Context: an optimization exercise on an open-source flow, tuned for small area, a short achievable clock period and few clock cycles. The choices shown serve that exercise and are no tape-out recipe.
In this exercise RTL edits were held to simulation tests only and were not proved equivalent to the original.
Power and IR drop assume default switching activity.

==> 05-09: inputs <==
Design exe_top, start of the top module:
module exe_top (
    input  logic                    clk,
    input  logic                    rst,
    input  logic                    i_valid,
    input  logic [1:0]              i_fu_sel,
    input  logic [3:0]              i_op,
    input  logic [32-1:0]    i_src_a,
    input  logic [32-1:0]    i_src_b,
    input  logic [3-1:0]   i_tag,
    input  logic [7-1:0]    i_rd,
    output logic                    o_ready,
    output logic                    o_wb_valid,
    output logic [32-1:0]    o_wb_data,
    output logic [3-1:0]   o_wb_tag,
    output logic [7-1:0]    o_wb_rd
);
clock: 10.5 ns
lec_check: 0
cap_margin: 20
core_margin: 2
core_utilization: 40
slew_margin: 20
run.sh (not shown) runs the stock make flow with config.mk's settings and CLKGATE_MAP_FILE= SYNTH_SCRIPT=/design/flow/synth_recipe.tcl, a recipe that flattens the netlist after the stock synthesis.
==> 11-25: changes against 05-09 <==
--- a/flow/config.mk
+++ b/flow/config.mk
@@ -9,3 +9,4 @@
 export CORE_MARGIN = 2
 export CORE_UTILIZATION = 40
+export SETUP_SLACK_MARGIN = 5
 export SLEW_MARGIN = 20
==> run summary <==
11-25 produced a clean layout. 05-09 completed with no timing, DRC or antenna violations.
Between 11-25 and 05-09, the lower clock power is in 11-25 (gap about 5%, measured against 05-09).
Between 11-25 and 05-09, the lower combinational power is in 05-09 (gap about 3%, measured against 05-09).
Of 05-09 and 11-25, 05-09 has the higher clock skew (gap 53 ps).
In 05-09 the critical path depth is higher than in 11-25, by 9.
Via count is about the same in 05-09 and 11-25.
Testbench counts of 05-09, summed over its fixed seeds: cycles 3,752.
Testbench counts of 11-25, summed over its fixed seeds: cycles 3,752.

* * *

==> trial 66: inputs <==
Another version of the RTL of exe_top (not shown whole).
clock: 10.5 ns
lec_check: 0
cap_margin: 20
core_margin: 2
core_utilization: 55
setup_slack_margin: 5
slew_margin: 20
==> inputs of build 68, as changes to trial 66 <==
--- a/flow/design.v
+++ b/flow/design.v
@@ -1811,14 +1811,16 @@
     input  logic                    clk,
     input  logic                    rst,
     input  logic                    i_load,
     input  logic [32-1:0]    i_a_inv,
     input  logic [32-1:0]    i_b_inv,
     input  logic                    i_a_neg,
     input  logic                    i_b_neg,
+    input  logic [5:0]              i_a_lz,
+    input  logic [5:0]              i_b_lz,
     input  logic                    i_rem,
     input  logic [3-1:0]   i_tag,
     input  logic [7-1:0]    i_rd,
     output logic                    o_ready,
     output logic                    o_ready_nx,
     output logic                    o_valid,
     output logic [32-1:0]    o_data,
@@ -1828,70 +1830,68 @@
     localparam int XL = 32;
     localparam logic [1:0] S_IDLE = 2'd0;
     localparam logic [1:0] S_ITER = 2'd2;
     localparam logic [1:0] S_DONE = 2'd3;
     logic [1:0]         state_q;
     logic [3:0]         cnt_q;
     logic [XL-1:0]      rem_q;
-    logic [XL:0]        dvs_q;
-    logic [XL+2:0]      dv3_q;
+    logic [XL-1:0]      dvs_q;
+    logic [XL+1:0]      dv3_q;
     logic [XL-1:0]      quo_q;
     logic               neg_quo_q;
     logic               neg_rem_q;
     logic               want_rem_q;
     logic               dvz_q;
     logic [3-1:0] tag_q;
     logic [7-1:0]  rd_q;
     logic [5:0]         za;
     logic [5:0]         zb;
     logic [6:0]         kd;
     logic               dvz;
     logic               zero_q;
-    logic [4:0]         sh;
     logic [3:0]         cnt0;
+    logic [4:0]         sft;
     logic [XL-1:0]      a_mag;
     logic [XL-1:0]      b_mag;
     logic [XL+1:0]      b3;
-    always_comb begin
-        za = 6'd32;
-        zb = 6'd32;
-        for (int i = 0; i < XL; i++) begin
-            if (i_a_inv[i]) za = XL - 1 - i;
-            if (i_b_inv[i]) zb = XL - 1 - i;
-        end
-    end
+    logic [2*XL-1:0]    split;
+    assign za = i_a_lz;
+    assign zb = i_b_lz;
     assign kd     = {1'b0, zb} - ({1'b0, za} - {6'b0, i_a_neg});
     assign dvz    = (i_b_inv == '0) && !i_b_neg;
     assign zero_q = dvz || kd[6];
-    assign sh     = kd[5] ? 5'd30 : {kd[4:1], 1'b0};
     assign cnt0   = kd[5] ? 4'd15 : kd[4:1];
+    assign sft    = 5'd30 - {cnt0, 1'b0};
     assign a_mag  = i_a_inv + {{(XL-1){1'b0}}, i_a_neg};
     assign b_mag  = i_b_inv + {{(XL-1){1'b0}}, i_b_neg};
     assign b3     = {2'b0, i_b_inv} + {1'b0, i_b_inv, 1'b0} + {{XL{1'b0}}, i_b_neg, i_b_neg};
+    assign split  = {{XL{1'b0}}, a_mag} << sft;
+    logic [XL+1:0]      px;
     logic [XL+3:0]      r1;
     logic [XL+3:0]      r2;
     logic [XL+3:0]      r3;
     logic [1:0]         dig;
     logic [XL-1:0]      rem_nx;
-    assign r1 = {4'b0, rem_q} - {3'b0, dvs_q};
-    assign r2 = {4'b0, rem_q} - {2'b0, dvs_q, 1'b0};
-    assign r3 = {4'b0, rem_q} - {1'b0, dv3_q};
+    assign px = {rem_q, quo_q[XL-1:XL-2]};
+    assign r1 = {2'b0, px} - {4'b0, dvs_q};
+    assign r2 = {2'b0, px} - {3'b0, dvs_q, 1'b0};
+    assign r3 = {2'b0, px} - {2'b0, dv3_q};
     always_comb begin
         if (!r3[XL+3]) begin
             dig    = 2'd3;
             rem_nx = r3[XL-1:0];
         end else if (!r2[XL+3]) begin
             dig    = 2'd2;
             rem_nx = r2[XL-1:0];
         end else if (!r1[XL+3]) begin
             dig    = 2'd1;
             rem_nx = r1[XL-1:0];
         end else begin
             dig    = 2'd0;
-            rem_nx = rem_q;
+            rem_nx = px[XL-1:0];
         end
     end
     always_ff @(posedge clk) begin
         if (rst) begin
             state_q <= S_IDLE;
         end else begin
             case (state_q)
@@ -1901,24 +1901,22 @@
         end
     end
     always_ff @(posedge clk) begin
         case (state_q)
             S_ITER: begin
                 rem_q <= rem_nx;
                 quo_q <= {quo_q[XL-3:0], dig};
-                dvs_q <= dvs_q >> 2;
-                dv3_q <= dv3_q >> 2;
                 cnt_q <= cnt_q - 1'b1;
             end
             default: begin
                 if (i_load) begin
-                    rem_q      <= a_mag;
-                    dvs_q      <= {1'b0, b_mag} << sh;
-                    dv3_q      <= {1'b0, b3} << sh;
-                    quo_q      <= dvz ? '1 : '0;
+                    rem_q      <= zero_q ? a_mag : split[2*XL-1:XL];
+                    quo_q      <= zero_q ? {XL{dvz}} : split[XL-1:0];
+                    dvs_q      <= b_mag;
+                    dv3_q      <= b3;
                     cnt_q      <= cnt0;
                     neg_quo_q  <= (i_a_neg ^ i_b_neg) && !dvz;
                     neg_rem_q  <= i_a_neg;
                     want_rem_q <= i_rem;
                     tag_q      <= i_tag;
                     rd_q       <= i_rd;
                 end
@@ -1989,14 +1987,34 @@
     logic [XL-1:0]      a_inv;
     logic [XL-1:0]      b_inv;
     assign dsgn_in = (i_op == 4'd13) || (i_op == 4'd15);
     assign an_in   = dsgn_in && i_src_a[XL-1];
     assign bn_in   = dsgn_in && i_src_b[XL-1];
     assign a_inv   = i_src_a ^ {XL{an_in}};
     assign b_inv   = i_src_b ^ {XL{bn_in}};
+    logic [5:0]         a_lz0;
+    logic [5:0]         a_lo1;
+    logic [5:0]         b_lz0;
+    logic [5:0]         b_lo1;
+    logic [5:0]         a_lz_in;
+    logic [5:0]         b_lz_in;
+    always_comb begin
+        a_lz0 = 6'd32;
+        a_lo1 = 6'd32;
+        b_lz0 = 6'd32;
+        b_lo1 = 6'd32;
+        for (int i = 0; i < XL; i++) begin
+            if (i_src_a[i])  a_lz0 = XL - 1 - i;
+            if (!i_src_a[i]) a_lo1 = XL - 1 - i;
+            if (i_src_b[i])  b_lz0 = XL - 1 - i;
+            if (!i_src_b[i]) b_lo1 = XL - 1 - i;
+        end
+    end
+    assign a_lz_in = an_in ? a_lo1 : a_lz0;
+    assign b_lz_in = bn_in ? b_lo1 : b_lz0;
     always_comb begin
         xa     = 1'b0;
         y_in   = {1'b0, i_src_b};
         e_in   = {1'b0, b_inv};
         cin_in = 1'b0;
         sel_in = SEL_LO;
         if (i_fu_sel == 2'd1) begin
@@ -2083,14 +2101,16 @@
     logic [ND-1:0]      a_two;
     logic [ND-1:0]      a_neg;
     logic [XL:0]        a_e;
     logic               a_cin;
     logic [1:0]         a_sel;
     logic               a_an;
     logic               a_bn;
+    logic [5:0]         a_alz;
+    logic [5:0]         a_blz;
     logic               a_drem;
     logic [3-1:0] a_tag;
     logic [7-1:0]  a_rd;
     logic               div_rdy;
     logic               div_rdy_nx;
     logic               div_load;
     logic               rdy_q;
@@ -2117,14 +2137,16 @@
     always_ff @(posedge clk) begin
         if (o_ready) begin
             a_div  <= div_in;
             a_x    <= div_in ? {1'b0, a_inv} : {xa, i_src_a};
             a_e    <= e_in;
             a_an   <= an_in;
             a_bn   <= bn_in;
+            a_alz  <= a_lz_in;
+            a_blz  <= b_lz_in;
             a_drem <= (i_op == 4'd15) || (i_op == 4'd12);
             a_tag  <= i_tag;
             a_rd   <= i_rd;
         end
     end
     always_ff @(posedge clk) begin
         a_one <= one_in;
@@ -2191,14 +2213,16 @@
         .clk     (clk),
         .rst     (rst),
         .i_load  (div_load),
         .i_a_inv (a_x[XL-1:0]),
         .i_b_inv (a_e[XL-1:0]),
         .i_a_neg (a_an),
         .i_b_neg (a_bn),
+        .i_a_lz  (a_alz),
+        .i_b_lz  (a_blz),
         .i_rem   (a_drem),
         .i_tag   (a_tag),
         .i_rd    (a_rd),
         .o_ready (div_rdy),
         .o_ready_nx (div_rdy_nx),
         .o_valid (dv_v),
         .o_data  (dv_data),
==> flow/flow/run.sh (new file) <==
#!/bin/bash
set -euo pipefail
bash standard.sh SETUP_SLACK_MARGIN=6.5 "BUFFER_PORTS_ARGS=-buffer_cell sky130_fd_sc_hd__buf_2" finish > standard_flow.log 2>&1
==> flow/standard.sh (new file) <==
#!/bin/bash
# synth_recipe.tcl (not shown) runs the flow's synth.tcl, then flattens the netlist and writes it again
# the make line also repeats each setting of config.mk as NAME=value (left out here)
make -C /OpenROAD-flow-scripts/flow DESIGN_CONFIG=/design/flow/config.mk WORK_HOME=/design/flow/orfs CLKGATE_MAP_FILE= SYNTH_SCRIPT=/design/flow/synth_recipe.tcl "${@:-finish}"
CTS_CLUSTER_DIAMETER = 80   (was not set)
CTS_CLUSTER_SIZE = 30   (was not set)
removed: flow/run.sh
==> inputs of trial 46, as changes to trial 66 <==
--- a/flow/design.v
+++ b/flow/design.v
@@ -1807,86 +1807,79 @@
 `default_nettype wire
 `timescale 1ns/1ps
 `default_nettype none
 module exe_div (
     input  logic                    clk,
     input  logic                    rst,
     input  logic                    i_load,
-    input  logic [32-1:0]    i_a_inv,
-    input  logic [32-1:0]    i_b_inv,
+    input  logic [32-1:0]    i_a_mag,
+    input  logic [32-1:0]    i_b_mag,
     input  logic                    i_a_neg,
     input  logic                    i_b_neg,
     input  logic                    i_rem,
     input  logic [3-1:0]   i_tag,
     input  logic [7-1:0]    i_rd,
     output logic                    o_ready,
-    output logic                    o_ready_nx,
     output logic                    o_valid,
     output logic [32-1:0]    o_data,
     output logic [3-1:0]   o_tag,
     output logic [7-1:0]    o_rd
 );
     localparam int XL = 32;
     localparam logic [1:0] S_IDLE = 2'd0;
     localparam logic [1:0] S_ITER = 2'd2;
     localparam logic [1:0] S_DONE = 2'd3;
     logic [1:0]         state_q;
     logic [3:0]         cnt_q;
     logic [XL-1:0]      rem_q;
-    logic [XL:0]        dvs_q;
-    logic [XL+2:0]      dv3_q;
+    logic [XL-1:0]      dvs_q;
+    logic [XL+1:0]      dv3_q;
     logic [XL-1:0]      quo_q;
     logic               neg_quo_q;
     logic               neg_rem_q;
     logic               want_rem_q;
     logic               dvz_q;
     logic [3-1:0] tag_q;
     logic [7-1:0]  rd_q;
     logic [5:0]         za;
     logic [5:0]         zb;
-    logic [6:0]         kd;
+    logic [5:0]         kd;
     logic               dvz;
     logic               zero_q;
     logic [4:0]         sh;
-    logic [3:0]         cnt0;
-    logic [XL-1:0]      a_mag;
-    logic [XL-1:0]      b_mag;
     logic [XL+1:0]      b3;
     always_comb begin
         za = 6'd32;
         zb = 6'd32;
         for (int i = 0; i < XL; i++) begin
-            if (i_a_inv[i]) za = XL - 1 - i;
-            if (i_b_inv[i]) zb = XL - 1 - i;
+            if (i_a_mag[i]) za = XL - 1 - i;
+            if (i_b_mag[i]) zb = XL - 1 - i;
         end
     end
-    assign kd     = {1'b0, zb} - ({1'b0, za} - {6'b0, i_a_neg});
-    assign dvz    = (i_b_inv == '0) && !i_b_neg;
-    assign zero_q = dvz || kd[6];
-    assign sh     = kd[5] ? 5'd30 : {kd[4:1], 1'b0};
-    assign cnt0   = kd[5] ? 4'd15 : kd[4:1];
-    assign a_mag  = i_a_inv + {{(XL-1){1'b0}}, i_a_neg};
-    assign b_mag  = i_b_inv + {{(XL-1){1'b0}}, i_b_neg};
-    assign b3     = {2'b0, i_b_inv} + {1'b0, i_b_inv, 1'b0} + {{XL{1'b0}}, i_b_neg, i_b_neg};
-    logic [XL+3:0]      r1;
-    logic [XL+3:0]      r2;
-    logic [XL+3:0]      r3;
+    assign kd     = zb - za;
+    assign dvz    = (i_b_mag == '0);
+    assign zero_q = dvz || (za > zb);
+    assign sh     = {kd[4:1], 1'b0};
+    assign b3     = {2'b0, i_b_mag} + {1'b0, i_b_mag, 1'b0};
+    logic [XL+2:0]      r1;
+    logic [XL+2:0]      r2;
+    logic [XL+2:0]      r3;
     logic [1:0]         dig;
     logic [XL-1:0]      rem_nx;
-    assign r1 = {4'b0, rem_q} - {3'b0, dvs_q};
-    assign r2 = {4'b0, rem_q} - {2'b0, dvs_q, 1'b0};
-    assign r3 = {4'b0, rem_q} - {1'b0, dv3_q};
+    assign r1 = {3'b0, rem_q} - {3'b0, dvs_q};
+    assign r2 = {3'b0, rem_q} - {2'b0, dvs_q, 1'b0};
+    assign r3 = {3'b0, rem_q} - {1'b0, dv3_q};
     always_comb begin
-        if (!r3[XL+3]) begin
+        if (!r3[XL+2]) begin
             dig    = 2'd3;
             rem_nx = r3[XL-1:0];
-        end else if (!r2[XL+3]) begin
+        end else if (!r2[XL+2]) begin
             dig    = 2'd2;
             rem_nx = r2[XL-1:0];
-        end else if (!r1[XL+3]) begin
+        end else if (!r1[XL+2]) begin
             dig    = 2'd1;
             rem_nx = r1[XL-1:0];
         end else begin
             dig    = 2'd0;
             rem_nx = rem_q;
         end
     end
@@ -1907,19 +1900,19 @@
                 quo_q <= {quo_q[XL-3:0], dig};
                 dvs_q <= dvs_q >> 2;
                 dv3_q <= dv3_q >> 2;
                 cnt_q <= cnt_q - 1'b1;
             end
             default: begin
                 if (i_load) begin
-                    rem_q      <= a_mag;
-                    dvs_q      <= {1'b0, b_mag} << sh;
-                    dv3_q      <= {1'b0, b3} << sh;
+                    rem_q      <= i_a_mag;
+                    dvs_q      <= i_b_mag << sh;
+                    dv3_q      <= b3 << sh;
                     quo_q      <= dvz ? '1 : '0;
-                    cnt_q      <= cnt0;
+                    cnt_q      <= kd[4:1];
                     neg_quo_q  <= (i_a_neg ^ i_b_neg) && !dvz;
                     neg_rem_q  <= i_a_neg;
                     want_rem_q <= i_rem;
                     tag_q      <= i_tag;
                     rd_q       <= i_rd;
                 end
             end
@@ -1937,15 +1930,14 @@
         for (int l = 1; l < XL; l = l * 2) begin
             for (int i = XL - 1; i >= l; i--) begin
                 pfx[i] = pfx[i] & pfx[i-l];
             end
         end
     end
     assign o_ready = (state_q != S_ITER);
-    assign o_ready_nx = (state_q == S_ITER) ? (cnt_q == '0) : (!i_load || zero_q);
     assign o_valid = (state_q == S_DONE);
     assign o_data  = res_inv ^ {pfx[XL-2:0] & {(XL-1){res_neg}}, res_neg};
     assign o_tag   = tag_q;
     assign o_rd    = rd_q;
 endmodule
 `default_nettype wire
 `timescale 1ns/1ps
@@ -1984,23 +1976,39 @@
     assign shbit = 32'd1 << shpos;
     assign div_in = i_fu_sel[1];
     logic               dsgn_in;
     logic               an_in;
     logic               bn_in;
     logic [XL-1:0]      a_inv;
     logic [XL-1:0]      b_inv;
+    logic [XL-1:0]      a_pfx;
+    logic [XL-1:0]      b_pfx;
+    logic [XL-1:0]      a_mag;
+    logic [XL-1:0]      b_mag;
     assign dsgn_in = (i_op == 4'd13) || (i_op == 4'd15);
     assign an_in   = dsgn_in && i_src_a[XL-1];
     assign bn_in   = dsgn_in && i_src_b[XL-1];
     assign a_inv   = i_src_a ^ {XL{an_in}};
     assign b_inv   = i_src_b ^ {XL{bn_in}};
     always_comb begin
+        a_pfx = a_inv;
+        b_pfx = b_inv;
+        for (int l = 1; l < XL; l = l * 2) begin
+            for (int i = XL - 1; i >= l; i--) begin
+                a_pfx[i] = a_pfx[i] & a_pfx[i-l];
+                b_pfx[i] = b_pfx[i] & b_pfx[i-l];
+            end
+        end
+    end
+    assign a_mag = a_inv ^ {a_pfx[XL-2:0] & {(XL-1){an_in}}, an_in};
+    assign b_mag = b_inv ^ {b_pfx[XL-2:0] & {(XL-1){bn_in}}, bn_in};
+    always_comb begin
         xa     = 1'b0;
         y_in   = {1'b0, i_src_b};
-        e_in   = {1'b0, b_inv};
+        e_in   = {1'b0, b_mag};
         cin_in = 1'b0;
         sel_in = SEL_LO;
         if (i_fu_sel == 2'd1) begin
             xa     = (i_op == 4'd11) && i_src_a[XL-1];
             y_in   = {(i_op == 4'd11) && i_src_b[XL-1], i_src_b};
             e_in   = '0;
             sel_in = (i_op == 4'd10) ? SEL_LO : SEL_HI;
@@ -2087,41 +2095,28 @@
     logic [1:0]         a_sel;
     logic               a_an;
     logic               a_bn;
     logic               a_drem;
     logic [3-1:0] a_tag;
     logic [7-1:0]  a_rd;
     logic               div_rdy;
-    logic               div_rdy_nx;
     logic               div_load;
-    logic               rdy_q;
-    logic               a_v_nx;
-    logic               a_div_nx;
-    assign o_ready  = rdy_q;
+    assign o_ready  = !(a_v && a_div && !div_rdy);
     assign div_load = a_v && a_div && div_rdy;
-    assign a_v_nx   = rdy_q ? i_valid : a_v;
-    assign a_div_nx = rdy_q ? div_in : a_div;
-    always_ff @(posedge clk) begin
-        if (rst) begin
-            rdy_q <= 1'b1;
-        end else begin
-            rdy_q <= !(a_v_nx && a_div_nx && !div_rdy_nx);
-        end
-    end
     always_ff @(posedge clk) begin
         if (rst) begin
             a_v <= 1'b0;
         end else if (o_ready) begin
             a_v <= i_valid;
         end
     end
     always_ff @(posedge clk) begin
         if (o_ready) begin
             a_div  <= div_in;
-            a_x    <= div_in ? {1'b0, a_inv} : {xa, i_src_a};
+            a_x    <= div_in ? {1'b0, a_mag} : {xa, i_src_a};
             a_e    <= e_in;
             a_an   <= an_in;
             a_bn   <= bn_in;
             a_drem <= (i_op == 4'd15) || (i_op == 4'd12);
             a_tag  <= i_tag;
             a_rd   <= i_rd;
         end
@@ -2187,23 +2182,22 @@
     logic [XL-1:0]      dv_data;
     logic [3-1:0] dv_tag;
     logic [7-1:0]  dv_rd;
     exe_div div_i (
         .clk     (clk),
         .rst     (rst),
         .i_load  (div_load),
-        .i_a_inv (a_x[XL-1:0]),
-        .i_b_inv (a_e[XL-1:0]),
+        .i_a_mag (a_x[XL-1:0]),
+        .i_b_mag (a_e[XL-1:0]),
         .i_a_neg (a_an),
         .i_b_neg (a_bn),
         .i_rem   (a_drem),
         .i_tag   (a_tag),
         .i_rd    (a_rd),
         .o_ready (div_rdy),
-        .o_ready_nx (div_rdy_nx),
         .o_valid (dv_v),
         .o_data  (dv_data),
         .o_tag   (dv_tag),
         .o_rd    (dv_rd)
     );
     logic               h_v;
     logic [XL-1:0]      h_data;
==> comparison table <==
Status: build 68 timing/DRC/antenna clean; trial 66 timing/DRC/antenna clean; trial 46 timing/DRC/antenna clean
Worst setup path startpoint: build 68 stage_i.a_blz[1]; trial 66 stage_i.a_x[5]; trial 46 stage_i.a_x[1]
Met3 Resource Use GR: build 68 0.130; trial 66 0.116; trial 46 0.107
Count of state elements after synthesis: build 68 584; trial 66 575; trial 46 572
Relative area of non-clock buffer cells in the final design: build 68 0.0464; trial 66 0.0491; trial 46 0.0359
Average detailed-routed wire length per instance: build 68 30.2 µm; trial 66 29.0 µm; trial 46 29.4 µm
Total placed instance area: build 68 62,400 µm²; trial 66 62,900 µm²; trial 46 62,600 µm²
Starting density of the core: build 68 0.555; trial 66 0.556; trial 46 0.555
Vias per cell: build 68 6.70; trial 66 6.53; trial 46 6.66
Sequential cell area: build 68 14,500 µm²; trial 66 14,200 µm²; trial 46 14,100 µm²
Number of combinational gates with multiple inputs: build 68 4,914; trial 66 4,928; trial 46 4,941
Fraction of synthesized area in multiplexers: build 68 0.0178; trial 66 0.0272; trial 46 0.0200
Area share of fa/ha/maj cells after synthesis: build 68 0.247; trial 66 0.246; trial 46 0.240
Crit path depth: build 68 10; trial 66 24; trial 46 22
Number of fill cells: build 68 9,405; trial 66 9,381; trial 46 9,708
Pre-CTS setup slack: build 68 5510 ps; trial 66 3700 ps; trial 46 3380 ps
DRC violation total after the first TritonRoute iteration: build 68 7,298; trial 66 6,443; trial 46 6,294
Overall routing resource usage: build 68 0.422; trial 66 0.408; trial 46 0.408
Number of nets in the finished design: build 68 7,560; trial 66 7,530; trial 46 7,432
Layout overhead on the synthesized area: build 68 10.3%; trial 66 11.1%; trial 46 7.90%
Tmin final: build 68 4060 ps; trial 66 5490 ps; trial 46 5350 ps
Reg power frac: build 68 0.166; trial 66 0.152; trial 46 0.165
Synthesized instance count: build 68 6,644; trial 66 6,653; trial 46 6,682
Fraction of the cycle the final worst path needs: build 68 0.387; trial 66 0.523; trial 46 0.510
Number of sinks on the clock net: build 68 584; trial 66 575; trial 46 572
Testbench counts of trial 66, summed over its fixed seeds: cycles 3,662.
Testbench counts of build 68, summed over its fixed seeds: cycles 3,662.
Testbench counts of trial 46, summed over its fixed seeds: cycles 3,655.

==> port drivers added, routing unchanged <==
In the flow no input, the clock included, has a driving cell. The finished layouts below were timed again as built, in two steps. Step 1, drivers: a clkbuf_16 drives clk and a buf_2 each remaining input, both assumed. Step 2 adds t to the input delays and takes it off the output delays; t is the mean of the earliest and latest rising clock arrival at the registers after step 1. Input paths then give back, and output paths get back, about the clock's delay inside the block. a / b / c = ideal / step 1 / step 2; a / b = the first two.
| run | shift t [ns] | setup slack, ns | worst setup path at the end | worst register clock-pin slew, ns |
|---|---|---|---|---|
| 05-09 | 0.788 | 3.981 / 3.981 / 3.981 | register to register | 0.08 / 0.08 |
| 11-25 | 0.760 | 5.089 / 5.089 / 5.089 | register to register | 0.07 / 0.07 |
| trial 66 | 0.754 | 5.006 / 5.006 / 4.791 | input to register | 0.07 / 0.07 |
| build 68 | 0.748 | 6.437 / 6.437 / 5.839 | input to register | 0.11 / 0.11 |
| trial 46 | 0.746 | 5.148 / 5.148 / 4.493 | input to register | 0.08 / 0.08 |
After both steps every run listed still meets setup and hold. For trial 46, which loses most, drivers alone change the setup slack by 0.000 ns; drivers and shift together by -0.655 ns.
